This is an optimization exercise on Yosys and OpenROAD, whose aim is small area, not a production implementation.
In this exercise RTL edits were held to simulation tests only and were not proved equivalent to the original.
Power and IR drop assume default switching activity.

==> flow/design.v <==
package writeback_regfile_pkg;
    localparam int WB_XLEN   = 32;
    localparam int REG_NUM   = 32;
    localparam int REG_IDX_W = $clog2(REG_NUM);
    localparam logic [1:0] RES_ALU = 2'b00;
    localparam logic [1:0] RES_MEM = 2'b01;
    localparam logic [1:0] RES_PC4 = 2'b10;
    localparam logic [1:0] RES_IMM = 2'b11;
endpackage
module wb_result_bit (
    input  logic [3:0] d,
    input  logic [3:0] s,
    output logic       y
);
    assign y = |(d & s);
endmodule
module wb_result_mux
#(
    parameter int W = writeback_regfile_pkg::WB_XLEN
) (
    input  logic [1:0]   ResultSrc,
    input  logic [W-1:0] ALUResult,
    input  logic [W-1:0] ReadData,
    input  logic [W-1:0] PCPlus4,
    input  logic [W-1:0] ExtImm,
    output logic [W-1:0] Result
);
    logic [3:0] sel;
    assign sel[0] = (ResultSrc == writeback_regfile_pkg::RES_ALU);
    assign sel[1] = (ResultSrc == writeback_regfile_pkg::RES_MEM);
    assign sel[2] = (ResultSrc == writeback_regfile_pkg::RES_PC4);
    assign sel[3] = (ResultSrc == writeback_regfile_pkg::RES_IMM);
    for (genvar b = 0; b < W; b++) begin : g_bit
        wb_result_bit u_bit (
            .d ({ExtImm[b], PCPlus4[b], ReadData[b], ALUResult[b]}),
            .s (sel),
            .y (Result[b])
        );
    end
endmodule
module wb_rf_row #(
    parameter int W = 32
) (
    input  logic         clock,
    input  logic         hold,
    input  logic         we,
    input  logic [W-1:0] d,
    output logic [W-1:0] nxt
);
    logic [W-1:0] q;
    assign nxt = (q & {W{hold}}) | (d & {W{we}});
    always_ff @(posedge clock) begin
        q <= nxt;
    end
endmodule
module wb_aoi222 (
    input  logic [2:0] d,
    input  logic [2:0] s,
    output logic       y_n
);
    assign y_n = !((d[0] & s[0]) | (d[1] & s[1]) | (d[2] & s[2]));
endmodule
module wb_rd_bit (
    input  logic [31:1] d,
    input  logic [31:1] s,
    output logic        y
);
    logic [10:0] t_n;
    for (genvar k = 0; k < 10; k++) begin : g_t
        wb_aoi222 u_t (.d(d[3*k+3:3*k+1]), .s(s[3*k+3:3*k+1]), .y_n(t_n[k]));
    end
    assign t_n[10] = !(d[31] & s[31]);
    assign y = !(&t_n[3:0]) | !(&t_n[7:4]) | !(&t_n[10:8]);
endmodule
module wb_inc_grp (
    input  logic [3:0] q,
    input  logic       cin,
    output logic [3:0] s,
    output logic       ones
);
    logic [4:0] c;
    assign c[0] = cin;
    for (genvar j = 0; j < 4; j++) begin : g_bit
        assign s[j]   = q[j] ^ c[j];
        assign c[j+1] = q[j] & c[j];
    end
    assign ones = &q;
endmodule
module writeback_regfile
#(
    parameter int XLEN  = writeback_regfile_pkg::WB_XLEN,
    parameter int NREG  = writeback_regfile_pkg::REG_NUM,
    parameter int CNT_W = 32
) (
    input  logic                    clock,
    input  logic                    reset,
    input  logic                    RegWrite,
    input  logic [1:0]              ResultSrc,
    input  logic [$clog2(NREG)-1:0] RegAdrWrite,
    input  logic [XLEN-1:0]         ALUResult,
    input  logic [XLEN-1:0]         ReadData,
    input  logic [XLEN-1:0]         PCPlus4,
    input  logic [XLEN-1:0]         ExtImm,
    input  logic [$clog2(NREG)-1:0] Rs1Adr,
    input  logic [$clog2(NREG)-1:0] Rs2Adr,
    output logic [XLEN-1:0]         Rs1Data,
    output logic [XLEN-1:0]         Rs2Data,
    output logic [XLEN-1:0]         Result,
    output logic [CNT_W-1:0]        WbCount
);
    localparam int AW = $clog2(NREG);
    logic [XLEN-1:0]  regs_nxt [1:NREG-1];
    logic [CNT_W-1:0] wb_count_r;
    logic [XLEN-1:0]  result_s;
    logic             commit_s;
    logic [NREG-1:1]  we_s;
    logic [NREG-1:1]  hold_s;
    logic [NREG-1:1]  sel1_s;
    logic [NREG-1:1]  sel2_s;
    wb_result_mux #(.W(XLEN)) u_result_mux (
        .ResultSrc (ResultSrc),
        .ALUResult (ALUResult),
        .ReadData  (ReadData),
        .PCPlus4   (PCPlus4),
        .ExtImm    (ExtImm),
        .Result    (result_s)
    );
    assign commit_s = RegWrite && !reset && (RegAdrWrite != {AW{1'b0}});
    for (genvar i = 1; i < NREG; i++) begin : g_reg
        assign we_s[i]   = commit_s && (RegAdrWrite == AW'(i));
        assign hold_s[i] = !reset && !we_s[i];
        wb_rf_row #(.W(XLEN)) u_row (
            .clock (clock),
            .hold  (hold_s[i]),
            .we    (we_s[i]),
            .d     (result_s),
            .nxt   (regs_nxt[i])
        );
    end
    localparam int NGRP = CNT_W / 4;
    logic [CNT_W-1:0] cnt_r;
    logic [CNT_W-1:0] cnt_s;
    logic             pend_r;
    logic [NGRP:0]    gcarry_s;
    logic [NGRP-1:0]  gones_s;
    assign gcarry_s[0] = pend_r;
    for (genvar k = 0; k < NGRP; k++) begin : g_cnt
        wb_inc_grp u_grp (
            .q    (cnt_r[4*k+3:4*k]),
            .cin  (gcarry_s[k]),
            .s    (cnt_s[4*k+3:4*k]),
            .ones (gones_s[k])
        );
        assign gcarry_s[k+1] = gcarry_s[k] & gones_s[k];
    end
    always_ff @(posedge clock) begin
        pend_r <= commit_s;
        cnt_r  <= cnt_s & {CNT_W{!reset}};
    end
    assign wb_count_r = cnt_s;
    for (genvar i = 1; i < NREG; i++) begin : g_sel
        assign sel1_s[i] = (Rs1Adr == AW'(i));
        assign sel2_s[i] = (Rs2Adr == AW'(i));
    end
    for (genvar b = 0; b < XLEN; b++) begin : g_rd
        logic [NREG-1:1] col;
        for (genvar i = 1; i < NREG; i++) begin : g_col
            assign col[i] = regs_nxt[i][b];
        end
        wb_rd_bit u_rd1 (.d(col), .s(sel1_s), .y(Rs1Data[b]));
        wb_rd_bit u_rd2 (.d(col), .s(sel2_s), .y(Rs2Data[b]));
    end
    assign Result  = result_s;
    assign WbCount = wb_count_r;
endmodule
==> flow/flow/run.sh <==
#!/bin/bash
# Standard ORFS layout with changes that only affect how the layout is built:
# small port buffers, a clock tree with larger sink clusters and no dummy
# loads, and gate downsizing on paths with slack after global routing,
# followed by a second slew/capacitance repair (flow/post_grt.tcl). Synthesis gate
# sizes are reset to the smallest drive before placement (flow/post_floorplan.tcl).
set -euo pipefail
export BUFFER_PORTS_ARGS="-buffer_cell sky130_fd_sc_hd__buf_1"
export CTS_ARGS="-sink_clustering_enable -repair_clock_nets -dont_use_dummy_load -sink_clustering_size 25 -sink_clustering_max_diameter 100"
export RECOVER_POWER=100
export POST_GLOBAL_ROUTE_TCL="$PWD/flow/post_grt.tcl"
export POST_FLOORPLAN_TCL="$PWD/flow/post_floorplan.tcl"
bash standard.sh finish > make_finish.log 2>&1
==> flow/flow/post_floorplan.tcl <==
# Area recovery: start every combinational gate at its smallest drive
# strength (synthesis sized gates without wires). The flow's later
# repair_design and repair_timing upsize the ones that need it.
set db [ord::get_db]
set n 0
foreach inst [[ord::get_db_block] getInsts] {
  set m [[$inst getMaster] getName]
  if {![regexp {^(sky130_fd_sc_hd__[a-z0-9]+)_([0-9]+)$} $m -> base sz]} { continue }
  if {$sz <= 1} { continue }
  if {[regexp {__(df|edf|sdf|dl|clk|conb|tap|fill|decap|diode|buf)} $base]} { continue }
  foreach cand [list ${base}_1 ${base}_0] {
    set nm [$db findMaster $cand]
    if {$nm ne "NULL" && $nm ne ""} {
      $inst swapMaster $nm
      incr n
      break
    }
  }
}
puts "post_floorplan: downsized $n gates"
==> flow/flow/post_grt.tcl <==
# Power recovery may downsize drivers past the slew and capacitance limits:
# repair those again and legalise, then reroute the touched nets.
log_cmd global_route -start_incremental
repair_design_helper
log_cmd detailed_placement
log_cmd global_route -end_incremental
log_cmd estimate_parasitics -global_routing
report_worst_slack -max
report_check_types -max_slew -max_capacitance -violators
==> flow/standard.sh <==
#!/bin/bash
# synth_recipe.tcl (not shown) runs the flow's synth.tcl, then flattens the netlist and writes it again
# the make line also repeats each setting of config.mk as NAME=value (left out here)
make -C /OpenROAD-flow-scripts/flow DESIGN_CONFIG=/design/flow/config.mk WORK_HOME=/design/flow/orfs CLKGATE_MAP_FILE= SYNTH_SCRIPT=/design/flow/synth_recipe.tcl "${@:-finish}"
==> flow/config.mk <==
export PLATFORM = sky130hd
export DESIGN_NAME = writeback_regfile
export DESIGN_NICKNAME = writeback_regfile
export VERILOG_FILES = /design/flow/design.v
export SDC_FILE = /design/flow/constraint.sdc
export NUM_CORES = 4
export LEC_CHECK = 0
export CAP_MARGIN = 20
export CORE_MARGIN = 2
export CORE_UTILIZATION = 55
export SETUP_SLACK_MARGIN = 0.1
export SLEW_MARGIN = 20
export SYNTH_HIERARCHICAL = 1
==> flow/constraint.sdc <==
create_clock -name core_clock -period 7.0 [get_ports {clock}]
set_input_delay 1.4000 -clock core_clock [delete_from_list [all_inputs] [get_ports {clock}]]
set_output_delay 1.4000 -clock core_clock [all_outputs]
set_load 0.01 [all_outputs]
==> reports/qor.txt, run 1 <==
Max Slew Vio Count - 0
Largest net degree at the start of global routing - 48
Maxcap violations - 0
Hold Crit Endpoint - g_reg[23].u_row.q[23]$_DFF_P_
R2R depth - 8
Max transition margin - 18.0%
IO Pins - 276
Maximum clock path buffer count - 3
CTS tree - yes
Ys Warns - 9
Post-route antenna net violation count - 0
Register clock-pin slew on the reported worst setup and hold paths - 0.03 ns
Hold path cells - 1
Endpoint class of the critical path - output port
# DRC - 0
Cell mode on critical path - clkbuf_1
VDD IR max - 0.000166 V
Hpwl dp - 110 mm
HP Class - reg2reg
Postcts setup bufs - 0
Gpl congestion - 1.01
Hold Slack - 0.511 ns
Final Hold Violating Endpoints - 0
Die ar. - 0.0785 mm^2
Worst reg2reg startpoint - cnt_r[6]$_DFF_P_
Layout area overhead - 8.31%
Worst-margin pin slew - 1.23 ns
Detailed Routing Iterations Pass 1 - 14
Post-route minimum period - 6.82 ns
Total gr overflow - 0
Vias in the first global route - 39358
Clk sinks - 1025
Drt via density - 8.59
CP max stage cell - and3_1
Final wirelength - 184 mm
Clock Skews - 0.00947 ns
Wire per inst - 38.6 um
Hold path start - g_reg[23].u_row.q[23]$_DFF_P_
P_int - 7.26 mW
Psw - 2.64 mW
Fin Setup TNS - 0 ns
H-Tree Level Count - 2
Initial antenna violation count - 14
Layout Nets - 3967
Clock Power Share - 31.5%
Lkg Pwr - 16.8 nW
Row Count - 101
Die W - 280 um
Mapped Area - 0.0419 mm^2
Chip height - 280 um
Cell Chain, Critical Path - clkbuf_1 -> and3b_2 -> and3_1 -> clkbuf_1 -> a22o_1 -> a222oi_1 -> nand4_1 -> a2111o_1 -> buf_1
Worst-Skew Late Latency - 0.64 ns
Final period util - 97.4%
Core Area - 0.0757 mm^2
Starting DRT DRC Count - 12220
Comb power frac - 9.1%
Power per cell area - 218 mW/mm^2
Hold buffers post-CTS - 0
Share of layout cells above drive strength 1 - 8.75%
Port bufs - 275
Req. time, crit path - 5.60 ns
Critical Setup Path Class - in2out
GR Util All Layers - 44.5%
Syn_nets - 3641
Resized cells post-CTS - 0
Stages on the worst setup path - 9
Sw frac - 26.7%
Mapped Cells - 3469
Slowest stage delay, CP - 1.03 ns
Status - complete, no violations
RR Endpoint - cnt_r[27]$_DFF_P_
Startpoint types - input port
Root Driver - clkbuf_16
Setup violations, final - 0
Crit-path leading delay family - simple AND/OR/NAND/NOR gates
Max FO, Critical Path - 31
Vias - 41018
CP Buf/Inv Count - 3
Synthesized area per cell - 12.1 um^2
Reg power frac - 59.4%
Num CTS Buffers - 47
Initial Util - 55.4%
R2R Setup Slk - 4.99 ns
Arrival time at the worst endpoint - 5.42 ns
First-pass GRT wire length - 262 mm
Achievable Freq - 147 MHz
[through the flow]
stage | power, mW | worst slack [ns] | cells | area, um^2 | utilization [%]
global placement | 6.85 | 0.671 | 4721 | 44300 | 58.6
CTS | 9.84 | 0.447 | 4768 | 45500 | 60.1
floorplan | 6.46 | 1.60 | 3469 | 41900 | -
finish | 9.90 | 0.181 | 4775 | 45400 | 60.0
detailed placement | 6.87 | 0.501 | 4721 | 44300 | 58.6
[worst register-to-register path, stage by stage (launching register included)]
cell and delay [ns]:
dfxtp_1 0.32, and4_1 0.21, and4_1 0.25, and4_1 0.24, ha_1 0.18, ha_1 0.19
ha_1 0.19, xor2_1 0.17, nor2b_1 0.13
[final cells by class]
type / instances / area [um^2]
sequential: 1025 / 20500
tap: 978 / 1220
multi-input combinational: 2230 / 19900
timing repair buffer: 489 / 2620
antenna: 4 / 10.0
fill: 6209 / 30300
clock buffer: 47 / 1180
inverter: 2 / 7.51
[how the worst max path moves through the flow]
stage / endpoint / slack, ns / startpoint
6_report: Rs2Data[15] / 0.18 / RegAdrWrite[4]
4_1_cts: Rs1Data[5] / 0.45 / RegAdrWrite[4]
3_5_place_dp: Rs1Data[5] / 0.50 / RegAdrWrite[4]
3_3_place_gp: Rs1Data[5] / 0.67 / RegAdrWrite[4]
2_1_floorplan: Rs2Data[29] / 1.60 / ResultSrc[0]
[registers in the layout, summed over array words and instances, names as in the netlist]
register	count
pend_r	1
cnt_r	32
g.u_row.q	992
[cell usage in the layout, fill, tap and decap left out, types with 24 or more instances in the layout]
| cell type | instances |
|---|---|
| dfxtp_1 | 1025 |
| nor2_4 | 25 |
| nand4_1 | 128 |
| a2111o_1 | 64 |
| clkbuf_16 | 47 |
| nor2b_1 | 32 |
| nand2_1 | 99 |
| clkbuf_1 | 34 |
| a31oi_4 | 25 |
| a222oi_1 | 640 |
| buf_4 | 172 |
| ha_1 | 24 |
| and3_1 | 33 |
| a22o_1 | 992 |
| buf_1 | 271 |
| a22oi_1 | 64 |
[power groups by stage]
stage | sequential, mW | clock (mW) | combinational, mW
final | 5.88 | 3.12 | 0.902
after CTS | 5.88 | 3.10 | 0.860
after detailed placement | 6.01 | 0 | 0.860
after global placement | 6.01 | 0 | 0.839
after floorplan | 6.01 | 0 | 0.452
[layer usage]
metal | part of all wire [%] | up-vias | track usage, %
met3 | 16 | 903 | 15.7
met2 | 42 | 3923 | 66.0
met5 | 0.051 | - | 0
met4 | 6.3 | 16 | 24.7
met1 | 36 | 19893 | 56.4
li1 | - | 16283 | -
==> run 2: changes to the inputs <==
--- a/flow/config.mk
+++ b/flow/config.mk
@@ -9,3 +9,3 @@
 export CORE_MARGIN = 2
-export CORE_UTILIZATION = 55
+export CORE_UTILIZATION = 62
 export SETUP_SLACK_MARGIN = 0.1
==> reports/qor.txt, run 2 <==
Status - complete, no violations
Cell mode on critical path - clkbuf_1
Arrival time at the worst endpoint - 5.42 ns (about the same)
Mapped Area - 0.0419 mm^2 (unchanged)
Post-route minimum period - 6.82 ns (+0.00323 ns)
Final Hold Violating Endpoints - 0 (unchanged)
Layout area overhead - 7.76%
Hold path start - g_reg[16].u_row.q[29]$_DFF_P_
Largest net degree at the start of global routing - 52 (+8.3%)
Post-Layout Inst Area - 0.0452 mm^2 (-0.50%)
Initial antenna violation count - 8 (-6)
First-pass GRT wire length - 257 mm (-1.8%)
M3 GR Usage - 19.0% (+3.3 points)
GRT met1 Usage - 59.4% (+3.0 points)
Critical Path Start - RegAdrWrite[4]
Hpwl dp - 102 mm (-7.3%)
Hold Crit Endpoint - g_reg[16].u_row.q[29]$_DFF_P_
Pwr Total - 9.86 mW (-0.44%)
GR Util All Layers - 48.3% (+3.8 points)
Wire per inst - 38.4 um (-0.72%)
Max reg flops - 992 (unchanged)
Core Area - 0.0670 mm^2 (-11%)
Commonest non-fill, non-tap cell in the layout - dfxtp_1
Met2 Use GR - 71.3% (+5.3 points)
Hold Slack - 0.514 ns (+0.00290 ns)
CP max stage cell - and3b_2
Chip height - 264 um (-5.7%)
Die ar. - 0.0697 mm^2 (-11%)
Clock Skews - 0.00251 ns (-0.00696 ns)
Lkg Pwr - 16.8 nW (+0.11%)
Share of layout cells above drive strength 1 - 8.70% (-0.054 points)
Vias in the first global route - 40702 (+3.4%)
Vias - 41378 (+0.88%)
Layout Nets - 3956 (-0.28%)
Dpl cells - 4596 (-2.6%)
Register clock-pin slew on the reported worst setup and hold paths - 0.07 ns (+0.04 ns)
Power per cell area - 218 mW/mm^2 (about the same)
Post-route antenna net violation count - 0 (unchanged)
VDD IR max - 0.000185 V (+12%)
Util after Layout - 67.4% (+7.4 points)
Total gr overflow - 0 (unchanged)
Worst-Skew Late Latency - 0.64 ns (about the same)
Resized cells post-CTS - 0 (unchanged)
Hold buffers post-CTS - 0 (unchanged)
Detailed Routing Iterations Pass 1 - 14 (unchanged)
Row Count - 95 (-5.9%)
DP Area - 0.0439 mm^2 (-0.93%)
Maxcap violations - 0 (unchanged)
Max transition margin - 11.9% (-6.1 points)
HP Class - reg2reg
R2R Setup Slk - 4.96 ns (-0.03 ns)
Ys Warns - 9 (unchanged)
Gpl congestion - 1.01 (+0.16%)
Worst-margin pin slew - 1.32 ns (+0.0910 ns)
IO Pins - 276 (unchanged)
Finished Layout Cells - 4657 (-2.5%)
Slowest stage delay, CP - 0.74 ns (-0.29 ns)
Final wirelength - 179 mm (-3.2%)
Drt via density - 8.89 (+3.4%)
RR Endpoint - cnt_r[27]$_DFF_P_
Critical Setup Path Class - in2out
# DRC - 0 (unchanged)
CTS tree - yes
Syn_nets - 3641 (unchanged)
Worst reg2reg startpoint - cnt_r[7]$_DFF_P_
Most used routing layer in global routing - met2
Post-route setup slack - 0.178 ns (-0.00323 ns)
Most flop-heavy register - g.u_row.q
Port bufs - 275 (unchanged)
Endpoint class of the critical path - output port
Max FO, Critical Path - 23 (-26%)
Die W - 264 um (-5.7%)
Achievable Freq - 147 MHz (about the same)
Maximum clock path buffer count - 3 (unchanged)
Req. time, crit path - 5.60 ns (about the same)
H-Tree Level Count - 2 (unchanged)
Fin Setup TNS - 0 ns (unchanged)
Cell Chain, Critical Path - clkbuf_1 -> and3b_2 -> a31oi_4 -> clkbuf_1 -> a22o_1 -> a222oi_1 -> nand4_1 -> a2111o_1 -> buf_1
Hold path cells - 1 (unchanged)
Most frequent cells in the layout - dfxtp_1, a22o_1, a222oi_1
Clk sinks - 1025 (unchanged)
Setup violations, final - 0 (unchanged)
R2R depth - 8 (unchanged)
Num CTS Buffers - 47 (unchanged)
Max Slew Vio Count - 0 (unchanged)
Largest regs - g.u_row.q: 992 flops, cnt_r: 32 flops, pend_r: 1 flops
Mapped Cells - 3469 (unchanged)
Root Driver - clkbuf_16
Synthesized area per cell - 12.1 um^2 (unchanged)
Postcts setup bufs - 0 (unchanged)
Initial Util - 62.6% (+7.2 points)
Startpoint types - input port
Post-Place Worst Slack - 0.685 ns (+0.184 ns)
Starting DRT DRC Count - 11264 (-7.8%)
Final period util - 97.5% (about the same)
## run 2: area by class of cell
cell class	instances	area, um^2
flip-flops and latches	1025	20500
multi-input cells	2230	19700
well taps	873	1090
repair buffers	478	2670
fillers	5163	21800
clock buffers	47	1180
diodes	2	5.00
inverters	2	7.51
## run 2: metal layers
layer	up-vias	routed length [um]	share of wire [%]
met1	19958	61200	34
li1	16237	-	-
met5	-	190	0.11
met4	12	12300	6.9
met2	4156	74700	42
met3	1015	30200	17
## run 2: worst max-delay path: cells and delay by family
| family | cells | cell delay [ns] |
|---|---|---|
| simple gates | 2 | 1.21 |
| compound gates | 4 | 1.71 |
| buf+inv | 3 | 1.07 |
## run 2: where the power goes
group	internal (mW)	switching, mW	leakage [nW]
clock network	1.20	1.87	0.579
registers	5.87	0.0124	8.26
logic	0.192	0.706	7.95
## run 2: worst max-delay path by stage
stage,endpoint,slack [ns],cells after the start
2_1_floorplan,Rs2Data[29],1.60,7
3_3_place_gp,Rs1Data[20],0.82,11
3_5_place_dp,Rs1Data[6],0.68,10
4_1_cts,Rs1Data[6],0.68,10
6_report,Rs2Data[4],0.18,9

what the ideal ports hide:
How much do the figures lean on ideal ports? The routed layouts below were timed once more, with nothing changed but the port constraints. Step 1 sets driving cells, clkbuf_16 on the clock port and buf_2 on the other inputs (assumed; they add their load-dependent delay and slew). Step 2 moves the port delays by t, midway between the first and last clock arrival at a register: inputs arrive t later, outputs are due t later. That takes back most of the time a late clock gives input paths. Three values: ideal, step 1, step 2; two values: the first two.
run	t, ns	setup WS [ns]	worst slew at a driven data input, ns	cell pins on the clock port's net
run 1	0.693	0.181 / 0.154 / 0.154	0.10	1
run 2	0.705	0.178 / 0.150 / 0.150	0.07	1
After both steps setup and hold are still met in every run listed. The setup slack of run 2, which loses most, moves by -0.028 ns with the drivers and by -0.028 ns with both steps.
